This design comes from an exercise in tuning for small area, a short achievable clock period and few clock cycles per item on the open sky130 flow, not from production work. The RTL was checked by simulation tests, not by an equivalence proof against the original design. Power and IR drop assume default switching activity.

### design/flow/config.mk
export PLATFORM = sky130hd
export DESIGN_NAME = mini_mips_core
export DESIGN_NICKNAME = mini_mips_core
export VERILOG_FILES = /design/flow/design.v
export SDC_FILE = /design/flow/constraint.sdc
export NUM_CORES = 4
export LEC_CHECK = 0
export CAP_MARGIN = 20
export CORE_MARGIN = 2
export CORE_UTILIZATION = 60
export CTS_CLUSTER_DIAMETER = 80
export CTS_CLUSTER_SIZE = 25
export PLACE_DENSITY = 0.7
export SETUP_SLACK_MARGIN = 3.6
export SLEW_MARGIN = 20
### design/flow/constraint.sdc
create_clock -name core_clock -period 6.0 [get_ports {clk}]
set_input_delay 1.2000 -clock core_clock [delete_from_list [all_inputs] [get_ports {clk}]]
set_output_delay 1.2000 -clock core_clock [all_outputs]
set_load 0.01 [all_outputs]
### design/flow/design.v
`timescale 1ns/1ps
`default_nettype none
module mini_mips_core (
    input  wire         clk,
    input  wire         rst,
    input  wire  [31:0] boot_addr,
    output logic        imem_req,
    output logic [31:0] imem_addr,
    input  wire         imem_ack,
    input  wire  [31:0] imem_data,
    output logic        wb_valid,
    output logic [4:0]  wb_addr,
    output logic [31:0] wb_data
);
    logic        req_q;
    logic [31:0] pc_q;
    logic        fire;
    assign fire      = req_q & imem_ack;
    assign imem_req  = req_q;
    assign imem_addr = pc_q;
    always_ff @(posedge clk) begin
        if (rst) begin
            req_q <= 1'b1;
        end else if (fire) begin
            req_q <= 1'b0;
        end else if (!imem_ack) begin
            req_q <= 1'b1;
        end
    end
    always_ff @(posedge clk) begin
        if (rst) begin
            pc_q <= boot_addr;
        end else if (fire) begin
            pc_q <= {pc_q[31:2] + 30'd1, pc_q[1:0]};
        end
    end
    logic [31:0] ir;
    always_ff @(posedge clk) begin
        if (fire) begin
            ir <= imem_data;
        end
    end
    logic v1, v2;
    always_ff @(posedge clk) begin
        if (rst) begin
            v1 <= 1'b0;
            v2 <= 1'b0;
        end else begin
            v1 <= fire;
            v2 <= v1;
        end
    end
    logic [5:0]  opcode, funct;
    logic [15:0] imm;
    logic        rtype, known;
    logic [4:0]  dest;
    logic s_add, s_sub, s_slt, s_sltu, s_and, s_or, s_xor, s_nor, s_sll, s_srl, s_lui;
    assign opcode = ir[31:26];
    assign funct  = ir[5:0];
    assign imm    = ir[15:0];
    assign rtype  = (opcode == 6'h00);
    assign dest   = rtype ? ir[15:11] : ir[20:16];
    always_comb begin
        s_add = 1'b0; s_sub = 1'b0; s_slt = 1'b0; s_sltu = 1'b0;
        s_and = 1'b0; s_or = 1'b0; s_xor = 1'b0; s_nor = 1'b0;
        s_sll = 1'b0; s_srl = 1'b0; s_lui = 1'b0;
        known = 1'b1;
        case (opcode)
            6'h00: begin
                case (funct)
                    6'h00: s_sll  = 1'b1;
                    6'h02: s_srl  = 1'b1;
                    6'h21: s_add  = 1'b1;
                    6'h23: s_sub  = 1'b1;
                    6'h24: s_and  = 1'b1;
                    6'h25: s_or   = 1'b1;
                    6'h26: s_xor  = 1'b1;
                    6'h27: s_nor  = 1'b1;
                    6'h2a: s_slt  = 1'b1;
                    6'h2b: s_sltu = 1'b1;
                    default: known = 1'b0;
                endcase
            end
            6'h09: s_add = 1'b1;
            6'h0a: s_slt = 1'b1;
            6'h0c: s_and = 1'b1;
            6'h0d: s_or  = 1'b1;
            6'h0e: s_xor = 1'b1;
            6'h0f: s_lui = 1'b1;
            default: known = 1'b0;
        endcase
    end
    logic       ex_we;
    logic [4:0] ex_dest;
    logic [4:0] ex_sh;
    logic [4:0] ex_rot;
    logic       e_add, e_sub, e_slt, e_sltu, e_and, e_or, e_xor, e_nor, e_sll, e_srl, e_lui;
    always_ff @(posedge clk) begin
        if (rst) begin
            ex_we <= 1'b0;
        end else begin
            ex_we <= v2 && known && (dest != 5'd0);
        end
    end
    always_ff @(posedge clk) begin
        ex_dest <= dest;
        ex_sh   <= ir[10:6];
        ex_rot  <= funct[1] ? 5'(6'd32 - {1'b0, ir[10:6]}) : ir[10:6];
        e_add   <= s_add | s_sub;
        e_sub   <= s_sub;
        e_slt   <= s_slt;
        e_sltu  <= s_sltu;
        e_and   <= s_and;
        e_or    <= s_or;
        e_xor   <= s_xor;
        e_nor   <= s_nor;
        e_sll   <= s_sll;
        e_srl   <= s_srl;
        e_lui   <= s_lui;
    end
    logic [31:0] regs [1:31];
    logic [31:0] wdata;
    logic        rst_q;
    logic [31:1] we_q;
    always_ff @(posedge clk) begin
        rst_q <= rst;
        for (int i = 1; i < 32; i++) begin
            we_q[i] <= rst || (ex_we && ex_dest == 5'(i));
        end
    end
    assign wdata = rst_q ? 32'h0 : wb_data;
    always_ff @(posedge clk) begin
        for (int i = 1; i < 32; i++) begin
            if (we_q[i]) begin
                regs[i] <= wdata;
            end
        end
    end
    logic [4:0]  raddr_d;
    logic        imm_d, byp_d;
    logic [31:1] rsel;
    logic        sel_wb, sel_ilo, sel_isx, sel_ihi;
    logic [31:0] rdata;
    assign raddr_d = fire ? imem_data[25:21] : ir[20:16];
    assign imm_d   = v1 && !rtype;
    assign byp_d   = !imm_d && ex_we && (ex_dest == raddr_d);
    always_ff @(posedge clk) begin
        for (int i = 1; i < 32; i++) begin
            rsel[i] <= (raddr_d == 5'(i)) && !imm_d && !byp_d;
        end
        sel_wb  <= byp_d;
        sel_ilo <= imm_d && (opcode[2:0] != 3'b111);
        sel_isx <= imm_d && (opcode[2:0] == 3'b001 || opcode[2:0] == 3'b010);
        sel_ihi <= imm_d && (opcode[2:0] == 3'b111);
    end
    always_comb begin
        rdata = ({32{sel_wb}} & wb_data)
              | {({16{sel_ihi}} & imm) | {16{sel_isx & imm[15]}}, {16{sel_ilo}} & imm};
        for (int i = 1; i < 32; i++) begin
            rdata = rdata | ({32{rsel[i]}} & regs[i]);
        end
    end
    logic [31:0] x_q, y_q;
    logic [31:0] result;
    logic        fwd;
    logic        inv;
    always_ff @(posedge clk) begin
        fwd <= v1 && ex_we && (ex_dest == ir[25:21]);
        inv <= v1 && (s_sub || s_slt || s_sltu);
    end
    always_ff @(posedge clk) begin
        x_q <= rdata;
        y_q <= (fwd ? wb_data : x_q) ^ {32{inv}};
    end
    logic [31:0] g [0:5];
    logic [31:0] p [0:5];
    logic [31:0] c;
    logic [31:0] pn;
    logic [31:0] sum;
    logic        c31, p31, slt, sltu;
    assign g[0] = y_q & x_q;
    assign p[0] = y_q | x_q;
    assign pn   = y_q ^ x_q ^ {32{e_sub}};
    genvar lv, b;
    generate
        for (lv = 0; lv < 5; lv++) begin : g_lv
            for (b = 0; b < 32; b++) begin : g_b
                if (b >= (1 << lv)) begin : g_op
                    assign g[lv+1][b] = g[lv][b] | (p[lv][b] & g[lv][b - (1 << lv)]);
                    assign p[lv+1][b] = p[lv][b] & p[lv][b - (1 << lv)];
                end else begin : g_pass
                    assign g[lv+1][b] = g[lv][b];
                    assign p[lv+1][b] = p[lv][b];
                end
            end
        end
    endgenerate
    assign c    = {g[5][30:0], 1'b0};
    assign sum  = pn ^ c;
    assign c31  = c[31];
    assign p31  = y_q[31] ^ x_q[31];
    assign sltu = p31 ? c31 : y_q[31];
    assign slt  = p31 ? c31 : ~y_q[31];
    logic [63:0] rot2;
    logic [31:0] rot;
    logic [31:0] lmask, rmask, shres;
    assign rot2 = {x_q, x_q} << ex_rot;
    assign rot  = rot2[63:32];
    always_comb begin
        for (int i = 0; i < 32; i++) begin
            lmask[i]      = (5'(i) >= ex_sh);
            rmask[31 - i] = lmask[i];
        end
    end
    assign shres = rot & (({32{e_sll}} & lmask) | ({32{e_srl}} & rmask));
    assign result = ({32{e_add}} & sum)
                  | {31'h0, (e_slt & slt) | (e_sltu & sltu)}
                  | ({32{e_and}} & (y_q & x_q))
                  | ({32{e_or}}  & (y_q | x_q))
                  | ({32{e_xor}} & (y_q ^ x_q))
                  | ({32{e_nor}} & ~(y_q | x_q))
                  | shres
                  | ({32{e_lui}} & x_q);
    always_ff @(posedge clk) begin
        if (rst) begin
            wb_valid <= 1'b0;
        end else begin
            wb_valid <= ex_we;
        end
    end
    always_ff @(posedge clk) begin
        wb_addr <= ex_dest;
        wb_data <= result;
    end
endmodule
`default_nettype wire
### design/flow/flow/run.sh
#!/bin/bash
# Own flow: the standard ORFS layout, except that the buffers that
# buffer_ports puts on every input and output port are buf_4 cells (the
# default choice here is a delay cell, clkdlybuf4s50_1, which the
# footprint-matching resizer can then not swap for a faster buffer).
# Synthesis is the standard synthesis, unchanged.
set -euo pipefail
bash standard.sh synth > synth.log 2>&1
export BUFFER_PORTS_ARGS="-buffer_cell sky130_fd_sc_hd__buf_4"
bash standard.sh finish > layout.log 2>&1
### design/flow/standard.sh
#!/bin/bash
# synth_recipe.tcl (not shown) runs the flow's synth.tcl, then flattens the netlist and writes it again
# the make line also repeats each setting of config.mk as NAME=value (left out here)
make -C /OpenROAD-flow-scripts/flow DESIGN_CONFIG=/design/flow/config.mk WORK_HOME=/design/flow/orfs CLKGATE_MAP_FILE= SYNTH_SCRIPT=/design/flow/synth_recipe.tcl "${@:-finish}"
==> results.txt <==
[final cells by class]
type                       count  area [µm²]  area share (%)
antenna                        6        15.0          0.0268
clock buffer                 100        1670            2.98
clock inverter                11         183           0.326
inverter                      99         394           0.703
multi-input combinational   1759       13800            24.6
sequential                  1256       36000            64.2
tap                         1070        1340            2.39
timing repair buffer         317        2680            4.77
timing repair inverter         1        5.00         0.00892
[final timing paths]
path                  startpoint                  end  cells after the start
setup / recovery  x_q[5]$_DFF_P_  wb_data[19]$_DFF_P_                     11
hold reg to reg    v2$_SDFF_PP0_     ex_we$_SDFF_PP0_                      2
setup reg to reg  x_q[5]$_DFF_P_  wb_data[19]$_DFF_P_                     11
hold / removal     v2$_SDFF_PP0_     ex_we$_SDFF_PP0_                      2
[flip-flops by register name, indices dropped and copies added, names as in the netlist, 4 cells and up]
| register | flops |
|---|---|
| wb_addr | 5 |
| we_q | 31 |
| y_q | 32 |
| ex_rot | 5 |
| wb_data | 32 |
| ex_dest | 5 |
| ir | 32 |
| regs | 992 |
| pc_q | 32 |
| ex_sh | 4 |
| x_q | 32 |
| rsel | 31 |
[cell families after synthesis]
| group | count (synthesis) |
|---|---|
| AND/OR/NAND/NOR | 595 |
| XOR/XNOR | 130 |
| AO/OA/AOI/OAI | 810 |
| adder cells (fa/ha/maj) | 66 |
| flip-flops | 1256 |
| multiplexers | 158 |
| buffers and inverters | 293 |
[where the power goes]
part           switching, mW  internal, mW
combinational           1.38         0.989
sequential             0.508          9.96
clock                   2.74          2.00
total                   4.63          12.9
[synth_stat cells, types with 8 or more instances]
cell | count | area, µm²
o31ai_1 | 11 | 82.6
nor2_1 | 94 | 353
dfxtp_1 | 200 | 4000
clkbuf_1 | 156 | 586
a21oi_1 | 47 | 235
xor2_1 | 33 | 289
nand2_1 | 199 | 747
nand2b_1 | 12 | 75.1
nor3_1 | 45 | 225
o2111ai_1 | 22 | 193
mux2_2 | 28 | 315
o21bai_1 | 8 | 60.1
inv_1 | 97 | 364
mux2i_1 | 98 | 981
buf_1 | 32 | 120
a22oi_1 | 250 | 1880
nor2b_1 | 47 | 294
a222oi_1 | 42 | 420
nand3_1 | 59 | 295
o211ai_1 | 8 | 60.1
ha_1 | 66 | 826
edfxtp_1 | 1056 | 31700
xnor2_1 | 97 | 850
o21ai_0 | 102 | 510
a221oi_1 | 133 | 1160
a22o_1 | 137 | 1200
nand4_1 | 94 | 588
mux4_2 | 32 | 721
and3_1 | 8 | 50.1
[stage by stage]
stage | worst slack [ns] | instances
floorplan | 3.19 | 3308
CTS | 3.05 | 4589
global route | 3.02 | 4615
global placement | 2.69 | 4397
finish | 3.06 | 4619
detailed placement | 2.57 | 4397
[placed cells by master, fill, tap and decap left out, types with 28 or more instances in the layout]
| master | netlist | final |
|---|---|---|
| a222oi_1 | 42 | 42 |
| nor3_1 | 45 | 38 |
| nand3_1 | 59 | 58 |
| edfxtp_1 | 1056 | 1056 |
| o21ai_0 | 102 | 92 |
| xnor2_1 | 97 | 90 |
| a22o_1 | 137 | 137 |
| buf_6 | 0 | 66 |
| dfxtp_4 | 0 | 59 |
| dfxtp_1 | 200 | 76 |
| dfxtp_2 | 0 | 65 |
| mux2i_1 | 98 | 95 |
| nor2_1 | 94 | 86 |
| inv_1 | 97 | 89 |
| xor2_1 | 33 | 33 |
| clkbuf_16 | 0 | 62 |
| nand2_1 | 199 | 193 |
| clkbuf_1 | 156 | 39 |
| a221oi_1 | 133 | 131 |
| a21oi_1 | 47 | 38 |
| ha_1 | 66 | 55 |
| buf_4 | 0 | 248 |
| mux4_2 | 32 | 32 |
| nand4_1 | 94 | 94 |
| mux2_2 | 28 | 28 |
| a22oi_1 | 250 | 250 |
[per-layer routing]
metal / up-vias / routed length (µm) / GRT usage (%)
li1: 13517 / - / -
met3: 498 / 24200 / 8.70
met5: - / 155 / 0
met1: 16925 / 58900 / 53.4
met4: 22 / 10300 / 20.4
met2: 2842 / 78500 / 61.3
[critical path, cell delays in order, from the launching register on]
cell and delay [ns]:
dfxtp_4 0.37, inv_4 0.03, ha_4 0.14, or2_1 0.24
or3_1 0.33, o221a_4 0.28, a2111o_1 0.44, a311oi_2 0.30
o21bai_2 0.11, nor2b_4 0.15, mux2i_1 0.11, a221o_1 0.31
[repair_timing]
| action | CTS | global route |
|---|---|---|
| cloned | 1 | 1 |
| pin swaps | 28 | 34 |
| setup buffers | 80 | 23 |
| setup endpoints to repair | 133 | 123 |
| gates resized for setup | 186 | 93 |
==> impl_results.md <==
- Via density: 7.32
- Actual slew at the worst max-slew pin: 1.17 ns
- Largest net degree at the start of global routing: 74
- WHS: 0.440 ns
- Final layout net count: 3626
- GPL Wtd Cong: 0.913
- Placed Area: 0.0525 mm²
- Final Setup Violations: 0
- Post-layout min period: 2.94 ns
- Detail Placement HPWL: 94600 µm
- Number of buffers on the longest clock path: 3
- First-pass GRT wire length: 237000 µm
- Die ar.: 0.0856 mm²
- Gr usage total: 39.6%
- Critical Path Sink Type: flop
- F_max: 340 MHz
- Layout fillers: 5598
- Residual DRC: 0
- Total Wirelength: 172000 µm
- Critical path class: reg2reg
- Synth unique cells: 75
- Die height: 293 µm
- CTS root buf: clkbuf_16
- Largest family of logic cells by synthesized area: compound AO/OA/AOI/OAI gates
- Initial antenna violation count: 15
- Synth Register Bits: 1256
- CTS Hold Bufs: 0
- Die X: 293 µm
- DRT iter0 DRCs: 6032
- TritonCTS clock tree: built
- Total gr overflow: 0
- Outcome: complete, no violations
- Initial DRT Pass Iterations: 8
- Dominant synthesized flop cell: edfxtp_1
- Syn_area_per_cell: 15.1 µm²
- Mux contribution to synthesized area: 4.04%
- Synthesized cell area: 0.0500 mm²
- Drt wl/cell: 37.2 µm
- Hold Path Class: reg2reg
- Row count: 105
- I/O pin cnt: 138
- Synth Area in Simple Gates: 5.79%
- Layout cell share with drive strength beyond 1: 19.5%
- Antenna-violating nets left: 0
- PD cells: 313 mW/mm²
- Max Slew Vio Count: 0
- Syn Inst Count: 3308
- Synth Area in Adders: 1.65%
- Max_slew headroom: 21.6%
- Ys Warns: 4
- Buffers on Ports: 137
- Setup crit start kind: flop
- Max_cap viols: 0
- Critical path required time: 6.56 ns
- CP arrival: 3.50 ns
- VDD IR max: 0.000269 V
- Initial Util: 60.8%
- Clk sinks: 1256
- Post-route cell area: 0.0561 mm²
- Final period utilization: 49.0%
- Reg-to-reg slack, setup: 3.06 ns
- RSZ-0062 raised after global routing: yes
- Htree depth: 2
- Clk slew on worst S/H paths: 0.10 ns
- Routed vias: 33804
- Number of synthesized flops with an enable pin: 1056
- Clk_skew: 0.0512 ns
- Xor-xnor portion of the synthesized cell area: 2.28%
- Synth Net Count: 3441
- Post-layout util: 68.2%
- Leakage: 19.9 nW
- Clock Latency Late Sink: 0.71 ns
- Hold Fails Final Rpt: 0
- CTS buffer count: 59
- Crit-path max FO: 3
- Synthesis-to-layout area growth: 12.2%
- Ys async rst share: 0%
- Synth Area in Compound Gates: 12.6%
- Setup tns final: 0 ns
- Post-synthesis sequential area ratio: 71.4%
- Number of global-route vias before repair: 31874
- Power after layout: 17.6 mW
- Core footprint: 0.0822 mm²
Testbench counts, summed over its fixed seeds: cycles 11,934, instrs 4,800.

==> separate check: timing with driven ports <==
The results above use ideal ports. As a check the final layout listed here was re-extracted and re-timed, cells and wires unchanged.
Step 1 (the two cells are an assumption about what drives the block):
set clk [get_ports {clk}]
set_driving_cell -lib_cell sky130_fd_sc_hd__clkbuf_16 $clk
set_driving_cell -lib_cell sky130_fd_sc_hd__buf_2 [delete_from_list [all_inputs] $clk]
Step 2 also shifts input and output timing later by t, the mid clock arrival at the registers, as if the neighbouring blocks saw the same clock.
a / b / c = no drivers / after step 1 / after step 2; a / b = the first two.
t, ns: 0.752
setup WS [ns]: 3.059 / 3.059 / 3.049
clock arrival spread, ns: 0.057 / 0.057
After both steps setup and hold are still met in this run. For this run, drivers alone change the setup slack by 0.000 ns; drivers and shift together by -0.010 ns.
